What follows belongs to an exercise in optimizing a design on an open flow for small area; a production flow would make more cautious choices. Function was not checked in any run shown here: the RTL went through the layout flow alone. Power is estimated from default activity; no workload was simulated.

## flow/design.v (module list and top-level ports; edited modules follow where they fit)
// module sidRegs: 75 lines
// module sidVoice: 54 lines
// module sidEnvelope: 123 lines
// module sidMixer: 1211 lines
// module sidTop: 79 lines
module sidTop (
  input  logic            clk,
  input  logic            arstN,
  input  logic            clkEn,         
  input  logic            we,
  input  sidPkg::regAddrT addr,
  input  sidPkg::regDataT dataW,
  output sidPkg::regDataT dataR,
  output sidPkg::sampleT  audioOut
);
  // ...
==> flow/flow/run.sh <==
#!/bin/bash
# Own layout flow:
#  1. the standard synthesis (standard.sh), unchanged;
#  2. its combinational logic re-mapped for area with ABC (flow/remap.ys);
#     registers, full adders and tie cells are kept as they are;
#  3. a polarity clean-up (flow/faflip.py): full adders and simple gates
#     built in whichever polarity leaves the fewest inverters; then steps 2
#     and 3 once more;
#  4. the standard layout from floorplan on, with clock tree synthesis told
#     not to add dummy loads.
set -euo pipefail
R=$PWD/orfs/results/$FLOW_PLATFORM/sidTop/base
LIB=$FLOW_HOME/platforms/$FLOW_PLATFORM/lib/sky130_fd_sc_hd__tt_025C_1v80.lib
YOSYS=$FLOW_HOME/../tools/install/yosys/bin/yosys
[[ -x $YOSYS ]] || YOSYS=yosys
PERIOD_PS=$(python3 -c "print(int(round(float('$FLOW_PERIOD_NS') * 1000)))")

bash standard.sh "$R/1_2_yosys.v" > synth.log 2>&1
cp "$R/1_2_yosys.v" "$R/1_2_yosys_std.v"

printf 'set_driving_cell sky130_fd_sc_hd__buf_1\nset_load 5\n' > remap.constr
KEEP=$(grep -oE "sky130_fd_sc_hd__(df|fa_|conb|edf|sdf|dl)[A-Za-z0-9_]*" "$R/1_2_yosys_std.v" | sort -u | tr '\n' ' ')
# the platform's don't-use cells (low-power and probe cells) stay out of the mapping
DONTUSE=$(grep -oE 'cell \("?sky130_fd_sc_hd__(lpflow|probe)[A-Za-z0-9_]*' "$LIB" | sed -E 's/cell \("?/-dont_use /' | sort -u | tr '\n' ' ')
sed -e "s|{LIB}|$LIB|g" -e "s|{DONTUSE}|$DONTUSE|" -e "s|{KEEP}|$KEEP|" -e "s|{IN}|$R/1_2_yosys_std.v|" \
    -e "s|{TOP}|$FLOW_TOP|" -e "s|{SCRIPT}|$PWD/flow/area.abc|" -e "s|{CONSTR}|$PWD/remap.constr|" \
    -e "s|{PERIOD_PS}|$PERIOD_PS|" -e "s|{OUT}|$R/1_2_yosys_remap.v|" -e "s|{STAT}|$PWD/remap_stat.txt|" \
    flow/remap.ys > remap.ys
$YOSYS -q -l remap.log -s remap.ys > remap.out 2>&1

python3 flow/faflip.py "$LIB" "$R/1_2_yosys_remap.v" "$R/1_2_yosys_flip.v" > faflip.log 2>&1

# a second round: ABC again around the re-polarised adders, then the clean-up
sed -e "s|{LIB}|$LIB|g" -e "s|{DONTUSE}|$DONTUSE|" -e "s|{KEEP}|$KEEP|" -e "s|{IN}|$R/1_2_yosys_flip.v|" \
    -e "s|{TOP}|$FLOW_TOP|" -e "s|{SCRIPT}|$PWD/flow/area.abc|" -e "s|{CONSTR}|$PWD/remap.constr|" \
    -e "s|{PERIOD_PS}|$PERIOD_PS|" -e "s|{OUT}|$R/1_2_yosys_remap2.v|" -e "s|{STAT}|$PWD/remap2_stat.txt|" \
    flow/remap.ys > remap2.ys
$YOSYS -q -l remap2.log -s remap2.ys > remap2.out 2>&1
python3 flow/faflip.py "$LIB" "$R/1_2_yosys_remap2.v" "$R/1_2_yosys_flip2.v" > faflip2.log 2>&1
cp "$R/1_2_yosys_flip2.v" "$R/1_2_yosys.v"

CTS="-sink_clustering_enable -repair_clock_nets -dont_use_dummy_load -buf_list sky130_fd_sc_hd__clkbuf_8 -sink_clustering_size 16 -sink_clustering_max_diameter 50"
bash standard.sh "CTS_ARGS=$CTS" finish > layout.log 2>&1
==> flow/flow/area.abc <==
strash
dc2
dch -f
if -K 4
mfs2
strash
dc2
dch -f
amap
mfs
strash
dch -f
amap
mfs
strash
dch -f
amap
topo
==> flow/flow/faflip.py <==
"""Netlist polarity clean-up after the standard synthesis.

A full adder with all three inputs inverted gives both outputs inverted, and
many simple gates have a complementary cell with the same inputs (and2 and
nand2, a21o and a21oi, ...).  Yosys's full-adder extraction leaves many
inverters between adders; this chooses, per full adder and per simple gate,
which polarity to build so that the fewest inverters (by cell area) remain.
Registers and all other cells are left exactly as they are.

usage: faflip.py LIBERTY IN.v OUT.v
"""
import re, sys, collections, random
sys.path.insert(0, __import__('os').path.dirname(__file__))
import libinfo

INV_CELL = 'sky130_fd_sc_hd__inv_1'


def esc(n):
    # an escaped identifier ends at white space
    return n + ' ' if n.startswith('\\') else n


def parse(text):
    m = re.search(r'^module\s+(\S+)\s*\((.*?)\);', text, re.S | re.M)
    head_end = m.end()
    body_end = text.rindex('endmodule')
    body = text[head_end:body_end]
    insts = []
    other = []
    pos = 0
    inst_re = re.compile(r'^\s*(sky130_fd_sc_hd__\w+)\s+(\S+)\s*\((.*?)\);\s*$', re.S | re.M)
    for im in inst_re.finditer(body):
        other.append(body[pos:im.start()])
        pos = im.end()
        pins = [(p, n.strip()) for p, n in re.findall(r'\.(\w+)\(([^()]*)\)', im.group(3))]
        insts.append([im.group(1), im.group(2), pins])
    other.append(body[pos:])
    return text[:head_end], insts, ''.join(other), text[body_end:]


def main(libpath, src, dst):
    cells = libinfo.parse(libpath)
    comp = libinfo.complements(cells)
    area = {n: (c['area'] or 0.0) for n, c in cells.items()}
    outs = {n: set(c['out']) for n, c in cells.items()}
    text = open(src).read()
    head, insts, rest, tail = parse(text)
    ports = set()
    for d in re.findall(r'^\s*(?:input|output|inout)\s+(?:\[[^\]]*\]\s*)?([^;]+);', head + rest, re.M):
        for n in d.split(','):
            ports.add(n.strip())
    assigned = set()
    for a in re.findall(r'assign\s+(.*?);', rest, re.S):
        for tok in re.findall(r'\\?[\w\[\]\.$]+', a):
            assigned.add(tok)

    def portlike(n):
        base = n.split('[')[0].strip()
        return base in ports or n in ports or n in assigned or base in assigned or n.startswith("1'")

    def is_out(typ, p):
        return p in outs.get(typ, ())

    driver = {}
    for i, (typ, name, pins) in enumerate(insts):
        for p, n in pins:
            if is_out(typ, p):
                driver[n] = (i, p)
    # inverters and plain buffers between internal nets are folded away
    fold = {}     # output net -> (input net, parity)
    for i, (typ, name, pins) in enumerate(insts):
        short = typ.split('__')[1]
        if re.match(r'(inv|clkinv)_\d+$', short) or re.match(r'(buf|clkbuf)_\d+$', short):
            d = dict(pins)
            y = d.get('Y', d.get('X'))
            if y is not None and not portlike(y) and not portlike(d['A']):
                fold[y] = (d['A'], 1 if 'inv' in short else 0)

    def root(n):
        par = 0
        while n in fold:
            n, p = fold[n]
            par ^= p
        return n, par

    fa = [i for i, (t, _, _) in enumerate(insts) if re.search(r'__fa_\d+$', t)]
    fa_set = set(fa)
    # simple gates that may be swapped for their complement: only those whose
    # output is an internal net
    gates = []
    for i, (typ, name, pins) in enumerate(insts):
        if typ in comp and i not in fa_set:
            (o,) = outs[typ]
            onet = dict(pins)[o]
            if not portlike(onet):
                gates.append(i)
    gate_set = set(gates)
    gdelta = {i: area[comp[insts[i][0]]] - area[insts[i][0]] for i in gates}
    flip = {i: 0 for i in fa + gates}
    folded_cells = set()
    for i, (typ, name, pins) in enumerate(insts):
        d = dict(pins)
        y = d.get('Y', d.get('X'))
        if y in fold and len(pins) == 2:
            folded_cells.add(i)
    cons = collections.defaultdict(list)
    for i, (typ, name, pins) in enumerate(insts):
        if i in folded_cells:
            continue
        for p, n in pins:
            if is_out(typ, p):
                continue
            r, par = root(n)
            cons[r].append((i, p, par))
    # outputs of kept cells that nothing reads still count as roots
    inv_area = area[INV_CELL]

    def avail(r):
        d = driver.get(r)
        if d and (d[0] in fa_set or d[0] in gate_set) and d[0] not in folded_cells:
            return flip[d[0]]
        return 0

    def need_of(i, par):
        return par ^ (flip[i] if i in fa_set else 0)

    def cost_root(r):
        a = avail(r)
        for (i, p, par) in cons[r]:
            if need_of(i, par) != a:
                return inv_area
        return 0.0

    touch = collections.defaultdict(set)
    for r, lst in cons.items():
        for (i, p, par) in lst:
            if i in fa_set:
                touch[i].add(r)
    for i in fa + gates:
        for p, n in insts[i][2]:
            if is_out(insts[i][0], p):
                touch[i].add(n)

    def local(i):
        return sum(cost_root(r) for r in touch[i]) + (gdelta[i] if (i in gate_set and flip[i]) else 0.0)

    def total():
        return sum(cost_root(r) for r in cons) + sum(gdelta[i] for i in gates if flip[i])

    before = total()
    nodes = fa + gates

    def descend(order):
        changed = True
        while changed:
            changed = False
            for i in order:
                c0 = local(i)
                flip[i] ^= 1
                if local(i) < c0 - 1e-9:
                    changed = True
                else:
                    flip[i] ^= 1

    rng = random.Random(1)
    order = list(nodes)
    descend(order)
    best = total()
    best_flip = dict(flip)
    for _ in range(300):
        for i in rng.sample(nodes, max(1, len(nodes) // 40)):
            flip[i] ^= 1
        rng.shuffle(order)
        descend(order)
        c = total()
        if c <= best + 1e-9:
            best = c
            best_flip = dict(flip)
        else:
            flip.clear()
            flip.update(best_flip)
    flip.clear()
    flip.update(best_flip)
    after = total()
    folded_area = sum(area[insts[i][0]] for i in folded_cells)
    print(f"folded {len(folded_cells)} inverters/buffers ({folded_area:.1f} um2); "
          f"inverter+swap cost before {before:.1f}, after {after:.1f}; "
          f"flipped {sum(flip[i] for i in fa)} of {len(fa)} adders, "
          f"{sum(flip[i] for i in gates)} of {len(gates)} gates")
    # rewrite
    neg_net = {}
    new_insts = []
    decls = []
    k = 0
    # fresh names: a prefix that no existing name in the netlist starts with
    tag = 0
    while f"_pfix{tag}x" in text:
        tag += 1
    pre = f"_pfix{tag}x"
    for r in cons:
        a = avail(r)
        if any(need_of(i, par) != a for (i, p, par) in cons[r]):
            nn = f"{pre}{k}_"
            neg_net[r] = nn
            decls.append(f"  wire {nn};")
            new_insts.append([INV_CELL, f"{pre}c{k}_", [("A", r), ("Y", nn)]])
            k += 1
    out = []
    for i, (typ, name, pins) in enumerate(insts):
        if i in folded_cells:
            continue
        npins = []
        ntyp = typ
        if i in gate_set and flip[i]:
            ntyp = comp[typ]
            (o_old,) = outs[typ]
            (o_new,) = outs[ntyp]
        for p, n in pins:
            if is_out(typ, p):
                if ntyp != typ and p == o_old:
                    p = o_new
                npins.append((p, n))
                continue
            r, par = root(n)
            npins.append((p, r if need_of(i, par) == avail(r) else neg_net[r]))
        out.append([ntyp, name, npins])
    out += new_insts
    lines = []
    for typ, name, pins in out:
        lines.append(f"  {typ} {name} (\n" + ",\n".join(f"    .{p}({esc(n)})" for p, n in pins) + "\n  );")
    # sanity: every net driven at most once, and every read net still driven
    drv_count = collections.Counter()
    reads = set()
    for typ, name, pins in out:
        for p, n in pins:
            if is_out(typ, p):
                drv_count[n] += 1
            else:
                reads.add(n)
    multi = [n for n, c in drv_count.items() if c > 1]
    undriven = [n for n in reads if n not in drv_count and n not in driver and not portlike(n)]
    if multi or undriven:
        raise SystemExit(f"netlist check failed: multiply driven {multi[:5]}, undriven {undriven[:5]}")
    open(dst, 'w').write(head + "\n" + "\n".join(decls) + rest + "\n" + "\n".join(lines) + "\n" + tail)


if __name__ == '__main__':
    main(sys.argv[1], sys.argv[2], sys.argv[3])
==> flow/flow/libinfo.py <==
"""Cell areas, pins and output functions from a liberty file, and pairs of
cells that compute each other's complement from the same input pins."""
import re, itertools


def parse(path):
    cells = {}
    cur = None
    pin = None
    depth = 0
    stack = []
    for line in open(path):
        s = line.strip()
        m = re.match(r'cell \("?([\w]+)"?\)\s*\{', s)
        if m:
            cur = {'name': m.group(1), 'area': None, 'in': [], 'out': {}, 'ff': False}
            cells[cur['name']] = cur
            stack.append('cell')
            continue
        m = re.match(r'pin \("?(\w+)"?\)\s*\{', s)
        if m and cur is not None:
            pin = {'name': m.group(1), 'dir': None, 'func': None}
            stack.append(('pin', pin))
            continue
        if s.endswith('{'):
            if re.match(r'(ff|latch|statetable)\b', s) and cur is not None:
                cur['ff'] = True
            stack.append('x')
            continue
        if s.startswith('}'):
            if stack:
                top = stack.pop()
                if isinstance(top, tuple) and cur is not None:
                    p = top[1]
                    if p['dir'] == 'input':
                        cur['in'].append(p['name'])
                    elif p['dir'] == 'output':
                        cur['out'][p['name']] = p['func']
                if top == 'cell':
                    cur = None
            continue
        if cur is None:
            continue
        m = re.match(r'area\s*:\s*([\d.]+)', s)
        if m and cur['area'] is None and stack and stack[-1] == 'cell':
            cur['area'] = float(m.group(1))
        if stack and isinstance(stack[-1], tuple):
            p = stack[-1][1]
            m = re.match(r'direction\s*:\s*"?(\w+)"?', s)
            if m:
                p['dir'] = m.group(1)
            m = re.match(r'function\s*:\s*"([^"]*)"', s)
            if m:
                p['func'] = m.group(1)
    return cells


def evalf(func, env):
    e = func.replace('!', ' not ').replace('&', ' and ').replace('|', ' or ').replace('^', ' != ')
    for k in sorted(env, key=len, reverse=True):
        e = re.sub(r'\b%s\b' % k, str(bool(env[k])), e)
    return bool(eval(e))


def table(cell):
    (o, f), = cell['out'].items()
    ins = sorted(cell['in'])
    return tuple(evalf(f, dict(zip(ins, bits))) for bits in itertools.product([0, 1], repeat=len(ins)))


def complements(cells, prefix='sky130_fd_sc_hd__'):
    simple = {}
    for n, c in cells.items():
        if c['ff'] or len(c['out']) != 1 or not c['in'] or c['area'] is None:
            continue
        (o, f), = c['out'].items()
        if f is None or len(c['in']) > 5:
            continue
        if any(x in n for x in ('lpflow', 'probe', 'clk', 'dly', 'buf', 'inv')):
            continue
        try:
            simple[n] = (tuple(sorted(c['in'])), table(c))
        except Exception:
            continue
    by = {}
    for n, (ins, t) in simple.items():
        by.setdefault((ins, t), []).append(n)
    pairs = {}
    for n, (ins, t) in simple.items():
        comp = tuple(not x for x in t)
        cands = by.get((ins, comp), [])
        if cands:
            # same drive strength suffix if possible, else smallest area
            suf = n.rsplit('_', 1)[-1]
            same = [c for c in cands if c.rsplit('_', 1)[-1] == suf]
            pool = same or cands
            pairs[n] = min(pool, key=lambda c: cells[c]['area'])
    return pairs


if __name__ == '__main__':
    import sys
    cells = parse(sys.argv[1])
    p = complements(cells)
    for a in sorted(p):
        b = p[a]
        print(a, cells[a]['area'], list(cells[a]['out'])[0], '->', b, cells[b]['area'], list(cells[b]['out'])[0])
==> flow/flow/remap.ys <==
# Re-map the combinational logic of the standard synthesis netlist for area.
# Registers, full adders and tie cells stay exactly as they are (kept as
# black boxes); everything between them goes through ABC again.
read_liberty -ignore_miss_func {LIB}
blackbox {KEEP}
read_verilog {IN}
hierarchy -top {TOP}
flatten
opt_clean
abc -script {SCRIPT} -liberty {LIB} {DONTUSE} -constr {CONSTR} -D {PERIOD_PS}
opt_clean -purge
hilomap -singleton -hicell sky130_fd_sc_hd__conb_1 HI -locell sky130_fd_sc_hd__conb_1 LO
write_verilog -noattr -nohex -nodec {OUT}
tee -o {STAT} stat -liberty {LIB}
==> flow/standard.sh <==
#!/bin/bash
# synth_recipe.tcl (not shown) runs the flow's synth.tcl, then flattens the netlist and writes it again
# the make line also repeats each setting of config.mk as NAME=value (left out here)
make -C /OpenROAD-flow-scripts/flow DESIGN_CONFIG=/design/flow/config.mk WORK_HOME=/design/flow/orfs CLKGATE_MAP_FILE= SYNTH_SCRIPT=/design/flow/synth_recipe.tcl "${@:-finish}"
==> flow/config.mk <==
export PLATFORM = sky130hd
export DESIGN_NAME = sidTop
export DESIGN_NICKNAME = sidTop
export VERILOG_FILES = /design/flow/design.v
export SDC_FILE = /design/flow/constraint.sdc
export NUM_CORES = 4
export LEC_CHECK = 0
export CAP_MARGIN = 20
export CORE_MARGIN = 2
export CORE_UTILIZATION = 60
export CTS_BUF_LIST = sky130_fd_sc_hd__clkbuf_4
export GPL_TIMING_DRIVEN = 0
export SLEW_MARGIN = 20
==> flow/constraint.sdc <==
create_clock -name core_clock -period 9.0 [get_ports {clk}]
set_input_delay 1.8000 -clock core_clock [delete_from_list [all_inputs] [get_ports {clk}]]
set_output_delay 1.8000 -clock core_clock [all_outputs]
set_load 0.01 [all_outputs]
==> run notes, run 1 <==
For the total negative setup slack, the log shows 0 ns. The first detailed-routing pass took 6 iterations. Per report_power, the Sequential row totals 0.00231 W.

The net switching share of the total power came out at 0.441. The wire length after detailed routing was 71.1 mm. The type of the most critical hold path is reg -> reg.

In the final routed layout, each cell accounts on average for 19.7 µm. The path length in cells of the critical path came out at 30. The flow ran to the end and the layout has no timing, DRC or antenna violations. The post-CTS clock slew at the launch and capture registers of the worst setup and hold paths is 0.08 ns, and the fraction of met3 tracks used by global routing is 0.0604.

The inverter count of the layout excluding clock inverters is 324. The worst setup path is launched from a primary input. The highest fanout seen on the critical path is 15, and the count of clock-net buffers in the final layout is 44.

The non-clock buffer share of cell area is 0.0242. Entering global routing, the biggest net connects 101 pins. For this design, the CTS-stage hold fixing added 0 buffers. The required arrival time at the worst endpoint is 9.40 ns. The run gives 3,372 as the net count reported at finish. The setup slack of the worst register-to-register path came out at 0.55 ns.

After detailed routing, the met2 layer carries 33.2 mm of wire. After floorplanning, the core was sized to cover 45,300 µm². The final layout contains a sequential cell count of 397. The power density over the cells was 233 nW/µm². The routed design could run at a clock period as short as 8.75 ns.
==> run 2: changes to the inputs <==
--- a/flow/design.v
+++ b/flow/design.v
@@ -869,16 +869,17 @@
   logic m514;
   logic m515;
   logic m516;
   logic m517;
   logic m518;
   logic m519;
   logic [21:0] sumA, sumB;
   logic [21:0] sum;
+  logic [10:0] sumC;
   logic q0;
   logic q1;
   logic q2;
   logic q3;
   logic q4;
   logic q5;
   logic q6;
   logic q7;
@@ -933,17 +934,17 @@
   logic q56;
   logic q57;
   logic q58;
   logic q59;
   logic q60;
   logic q61;
   logic [19:0] sclA, sclB;
   logic [19:0] scl;
-  logic [12:0] sclC;
+  logic [20:0] sclC;
   assign m0 = (wave[0][0] & env[0][0]) ^ (wave[1][0] & env[1][0]) ^ (wave[2][0] & env2g[0]);
   assign m1 = ((wave[0][0] & env[0][0]) & (wave[1][0] & env[1][0])) | ((wave[0][0] & env[0][0]) & (wave[2][0] & env2g[0])) | ((wave[1][0] & env[1][0]) & (wave[2][0] & env2g[0]));
   assign m2 = (wave[0][0] & env[0][1]) ^ (wave[0][1] & env[0][0]) ^ (wave[1][0] & env[1][1]);
   assign m3 = ((wave[0][0] & env[0][1]) & (wave[0][1] & env[0][0])) | ((wave[0][0] & env[0][1]) & (wave[1][0] & env[1][1])) | ((wave[0][1] & env[0][0]) & (wave[1][0] & env[1][1]));
   assign m4 = (wave[1][1] & env[1][0]) ^ m2 ^ (wave[2][0] & env2g[1]);
   assign m5 = ((wave[1][1] & env[1][0]) & m2) | ((wave[1][1] & env[1][0]) & (wave[2][0] & env2g[1])) | (m2 & (wave[2][0] & env2g[1]));
   assign m6 = (wave[2][1] & env2g[0]) ^ m1 ^ m4;
   assign m7 = ((wave[2][1] & env2g[0]) & m1) | ((wave[2][1] & env2g[0]) & m4) | (m1 & m4);
@@ -1456,17 +1457,22 @@
   assign m514 = m503 ^ m512 ^ m505;
   assign m515 = (m503 & m512) | (m503 & m505) | (m512 & m505);
   assign m516 = ~(m509 ^ m511);
   assign m517 = m509 | m511;
   assign m518 = m516 ^ m513 ^ m515;
   assign m519 = (m516 & m513) | (m516 & m515) | (m513 & m515);
   assign sumA = {1'b1, m517, m518, m514, m506, m492, m472, m446, m414, m376, m332, m286, m242, m198, m156, m116, m82, m54, m32, m7, m6, m0};
   assign sumB = {1'b0, m519, 1'b0, m507, m493, m473, m447, m415, m377, 1'b0, 1'b0, m243, 1'b0, m157, 1'b0, 1'b0, 1'b0, 1'b0, 1'b0, m16, 1'b0, 1'b0};
-  assign sum = sumA + sumB;
+  assign sumC[0] = 1'b0;
+  for (genvar k = 0; k < 10; k++) begin : gsum
+    assign sum[k] = sumA[k] ^ sumB[k] ^ sumC[k];
+    assign sumC[k+1] = (sumA[k] & sumB[k]) | (sumA[k] & sumC[k]) | (sumB[k] & sumC[k]);
+  end
+  assign sum[21:10] = sumA[21:10] + sumB[21:10] + {11'd0, sumC[10]};
   assign q0 = (clipDly[2] & volume[0]) ^ (clipDly[1] & volume[1]) ^ (clipDly[0] & volume[2]);
   assign q1 = ((clipDly[2] & volume[0]) & (clipDly[1] & volume[1])) | ((clipDly[2] & volume[0]) & (clipDly[0] & volume[2])) | ((clipDly[1] & volume[1]) & (clipDly[0] & volume[2]));
   assign q2 = (clipDly[3] & volume[0]) ^ (clipDly[2] & volume[1]) ^ (clipDly[1] & volume[2]);
   assign q3 = ((clipDly[3] & volume[0]) & (clipDly[2] & volume[1])) | ((clipDly[3] & volume[0]) & (clipDly[1] & volume[2])) | ((clipDly[2] & volume[1]) & (clipDly[1] & volume[2]));
   assign q4 = (clipDly[0] & volume[3]) ^ q1 ^ q2;
   assign q5 = ((clipDly[0] & volume[3]) & q1) | ((clipDly[0] & volume[3]) & q2) | (q1 & q2);
   assign q6 = (clipDly[4] & volume[0]) ^ (clipDly[3] & volume[1]) ^ (clipDly[2] & volume[2]);
   assign q7 = ((clipDly[4] & volume[0]) & (clipDly[3] & volume[1])) | ((clipDly[4] & volume[0]) & (clipDly[2] & volume[2])) | ((clipDly[3] & volume[1]) & (clipDly[2] & volume[2]));
@@ -1522,21 +1528,20 @@
   assign q57 = (~(clipDly[15] & volume[1]) & (clipDly[14] & volume[2])) | (~(clipDly[15] & volume[1]) & (clipDly[13] & volume[3])) | ((clipDly[14] & volume[2]) & (clipDly[13] & volume[3]));
   assign q58 = q51 ^ q56 ^ q53;
   assign q59 = (q51 & q56) | (q51 & q53) | (q56 & q53);
   assign q60 = ~(clipDly[15] & volume[2]) ^ (clipDly[14] & volume[3]) ^ q57;
   assign q61 = (~(clipDly[15] & volume[2]) & (clipDly[14] & volume[3])) | (~(clipDly[15] & volume[2]) & q57) | ((clipDly[14] & volume[3]) & q57);
   assign sclA = {1'b1, ~(clipDly[15] & volume[3]), q60, q58, q54, q45, q41, q37, q33, q29, q25, q21, q17, q13, q9, q5, q4, q0, (clipDly[1] & volume[0]), (clipDly[0] & volume[0])};
   assign sclB = {1'b0, q61, q59, q55, 1'b0, q48, q44, q40, q36, q32, q28, q24, q20, q16, q12, q8, 1'b0, 1'b0, (clipDly[0] & volume[1]), 1'b0};
   assign sclC[0] = 1'b0;
-  for (genvar k = 0; k < 12; k++) begin : gscl
+  for (genvar k = 0; k < 20; k++) begin : gscl
     assign scl[k] = sclA[k] ^ sclB[k] ^ sclC[k];
     assign sclC[k+1] = (sclA[k] & sclB[k]) | (sclA[k] & sclC[k]) | (sclB[k] & sclC[k]);
   end
-  assign scl[19:12] = sclA[19:12] + sclB[19:12] + {7'd0, sclC[12]};
   always_comb begin
     if (!sum[21] && (sum[20] || sum[19]))      clipped = 16'sh7fff;
     else if (sum[21] && !(sum[20] && sum[19])) clipped = -16'sh8000;
     else                                       clipped = sum[19:4];
   end
   always_ff @(posedge clk or negedge arstN) begin
     if (!arstN) begin
       clipReg  <= '0;
==> run 2 against run 1 <==
Effect of this change:
- clock-buffer cell count shrank 2
- clock power hardly changed
- core utilization grew 0.54 points
- final area shrank 1.5%
- cell count decreased by 3.6%
- sequential share of layout area is 0.52 points higher
- synthesized cell count fell by 4.5%
- sequential cell count unchanged
- wire length shrank 2.3%
- maximum frequency about the same
- register-to-register slack lost 0.21 ns
- critical path type unchanged
- largest cell class unchanged
==> run notes, run 2 <==
The run finished with no timing, DRC or antenna violations. Required arrival time at the worst endpoint: 9.46 ns (was 9.40 ns). The depth of the CTS H-tree was 2 (unchanged); the first-pass GRT wire length was 114 mm (was 116 mm). The per-cell via count in the routed design was 6.14 (about the same); the post-CTS clock slew at the launch and capture registers of the worst setup and hold paths was 0.08 ns (about the same).

The transition time of the tightest slew-check pin came out at 1.12 ns (was 1.09 ns). The initial cell density of the core is 0.609 (was 0.606), and the remaining number of nets flagged by the antenna check after routing is 0 (unchanged). The die extent in y came out at 216 µm (was 218 µm). The portion of the clock cycle consumed by the worst path in the final layout came out at 0.971 (was 0.972). The via count of the first global-routing pass is 21,600 (was 22,500). Type of the setup path with the least slack: in -> reg (unchanged).

Slowest stage cell on the critical path: fa_1 (was or2_0). The reported leakage power came out at 12.9 nW (was 13.2 nW). Regs by FF count: genVoice.iVoice.acc (72), genVoice.iEnv.prescale (48), iRegs.freq (48) (unchanged). Share of cells above drive strength 1: 0.0505 (was 0.0415).

For the number of cells produced by synthesis, the log shows 2,777 (was 2,907). The root buffer cell was clkbuf_8 (unchanged). The average instance area after synthesis came out at 9.70 µm² (was 9.44 µm²).

The run gives 26,900 µm² (was 27,400 µm²) as the synthesized cell area. For the net count reported at finish, the log shows 3,256 (was 3,372). TritonCTS built the clock tree. The count of input and output buffers came out at 40 (unchanged). The number of primary I/O pins was 41 (unchanged). The count of standard-cell rows was 77 (was 78); the final core utilization was 0.663 (was 0.657). The power density over the cells is 382 nW/µm² (was 233 nW/µm²), and the final max-slew violation count is 0 (unchanged). For the arrival time of the worst setup path, the log shows 9.21 ns (was 9.15 ns).

The maximum achievable frequency was 0.114 GHz (about the same). The element type at the critical path end is a register (unchanged). The initial antenna violation count is 1 (unchanged). The highest fanout seen on the critical path works out to 9 (was 15). The width of the die was 216 µm (was 218 µm); the maximum number of pins on one net before global-route repair was 104 (was 101).

The final weighted congestion in routability-driven placement is 0.922 (was 0.952). The most used cell along the critical path is nor2_1 (was fa_1). The logs give 0.308 (was 0.311) for the total global routing track utilization and 3 (unchanged) for the worst-case clock buffer depth. The logs give 0 (unchanged) for the final number of setup-violating endpoints and 0.575 mV (was 0.162 mV) for the worst ir drop on vdd. The post-detailed-route wirelength per cell was 20.0 µm (was 19.7 µm); the final critical path time including I/O delays and setup was 8.74 ns (was 8.75 ns).

Top library cells by usage in the layout, fill and taps aside: 649 x nor2_1, 397 x dfrtp_1, 334 x fa_1 (was 717 x nor2_1, 397 x dfrtp_1, 331 x fa_1). Setup clock skew after layout: 0.137 ns (was 0.140 ns). The run gives 44,200 µm² (was 45,300 µm²) as the area of the core region. The residual DRC count came out at 0 (unchanged). Type of the most critical hold path: reg -> reg (unchanged). The logs give 4 (unchanged) for the Yosys warning count and 9 (was 6) for the length of the first detailed-routing pass in iterations.

The via total after detailed routing was 21,400 (was 22,200); the starting DRC count in detailed routing was 1,848 (was 1,959). The number of flip-flops in the largest register is 72 (unchanged), and the hold violation count in the final report is 0 (unchanged). The run gives 0 (unchanged) as the total of hold buffers inserted after clock tree synthesis.

The register with the most flip-flops was genVoice.iVoice.acc (unchanged). The detailed-placement wirelength estimate was 51.1 mm (was 52.5 mm); the worst slew slack as a fraction of its limit was 0.246 (was 0.277). The most frequent standard cell in the layout excluding fill and tap cells was nor2_1 (unchanged).

The kind of start point of the critical path is a primary input (unchanged). The number of sinks on the clock net was 397 (unchanged). The layout overhead on the synthesized area is 8.77% (was 8.49%), and the wire length after detailed routing is 69.5 mm (was 71.1 mm). The highest cell delay on the worst timing path works out to 0.48 ns (was 0.76 ns). The clock latency of the later-clocked register in the worst-skew pair is 0.67 ns (about the same), and the CTS buffer count is 42 (was 44). The die area is 46,600 µm² (was 47,400 µm²).

The logs give 0 (unchanged) for the global route total overflow and 0.0112 W (was 0.00694 W) for the overall power of the completed layout. The run gives 3,140 (was 3,264) as the net count after synthesis. The tools report the max capacitance violation total as 0 (unchanged).
[run 2: cell type report]
cell class	count	area (µm²)
repair buffers	70	764
fillers	3544	14900
flip-flops and latches	397	9930
repair inverters	1	5.00
multi-input cells	2054	16000
clock buffers	42	578
inverters	327	1260
diodes	1	2.50
well taps	592	741
[run 2: routing by layer]
metal	wire length, µm	global-route usage	vias up
met5	0	0	-
met2	32300	0.482	838
met1	29900	0.451	10800
li1	-	-	9629
met3	5490	0.0490	145
met4	1840	0.0902	0
[run 2: critical path, delay by kind of cell]
kind	cells	cell delay, ns
compound gates	5	0.80
simple gates	19	2.26
buf+inv	7	1.05
fa+ha+maj	9	3.26
[run 2: power by group]
group          total (W)  internal, W  switching, W
Sequential       0.00245      0.00215      0.000298
Combinational    0.00773      0.00331       0.00442
Clock            0.00101     0.000415      0.000600
Total             0.0112      0.00588       0.00532
[run 2: metrics by stage]
stage                     TNS [ns]  worst slack, ns  area (µm²)  instances  hold WS [ns]
after floorplan                  0           0.0723       26900       2777         0.331
after global placement    -4416.22           -10.92       28100       3409         0.335
after detailed placement    -51.04            -2.05       28300       3420         0.335
after CTS                        0          0.00543       29100       3472         0.302
after global routing       -0.0206          -0.0123       29300       3483         0.307
final                            0            0.258       29300       3484         0.302
[run 2: worst paths after layout]
kind                                         start                    endpoint  slack, ns  cells after the start
setup / recovery                           addr[1]          iMixer.clipReg[10]       0.26                     40
hold / removal                  iMixer.clipReg[10]          iMixer.clipDly[10]       0.30                      0
setup reg to reg           genVoice[1].iEnv.env[2]          iMixer.clipReg[10]       0.34                     35
hold reg to reg                 iMixer.clipReg[10]          iMixer.clipDly[10]       0.30                      0
max in group asynchronous                    arstN     genVoice[0].iEnv.env[7]       6.73                      3
min in group asynchronous                    arstN  genVoice[2].iVoice.wave[9]       1.10                      1
[run 2: repair_timing]
| action | in CTS | in global routing |
|---|---|---|
| pin swaps | 11 | 16 |
| gates cloned | 1 | 2 |
| setup buffers | 9 | 9 |
| resized for setup | 39 | 50 |
| setup endpoints to repair | 32 | 25 |

## static timing again, ports no longer ideal
How much do the figures lean on ideal ports? The routed layouts below were timed once more, with nothing changed but the port constraints. Step 1 (the two cells are an assumption about what drives the block):
set clk [get_ports {clk}]
set_driving_cell -lib_cell sky130_fd_sc_hd__clkbuf_16 $clk
set_driving_cell -lib_cell sky130_fd_sc_hd__buf_2 [delete_from_list [all_inputs] $clk]
Step 2 adds t to the input delays and takes it off the output delays; t is the mean of the earliest and latest rising clock arrival at the registers after step 1. Input paths then give back, and output paths get back, about the clock's delay inside the block. a / b / c = ideal / step 1 / step 2; a / b = the first two.
run	t, ns	setup WS [ns]	worst hold slack (ns)	cell pins on the clock port's net
run 1	0.662	0.249 / 0.241 / -0.421	0.322 / 0.322 / 0.322	1
run 2	0.655	0.258 / 0.289 / -0.366	0.302 / 0.302 / 0.302	1
With both steps, setup timing fails in run 1 and run 2, where it was met with ideal ports. The setup slack of run 1, which loses most, moves by -0.008 ns with the drivers and by -0.670 ns with both steps.
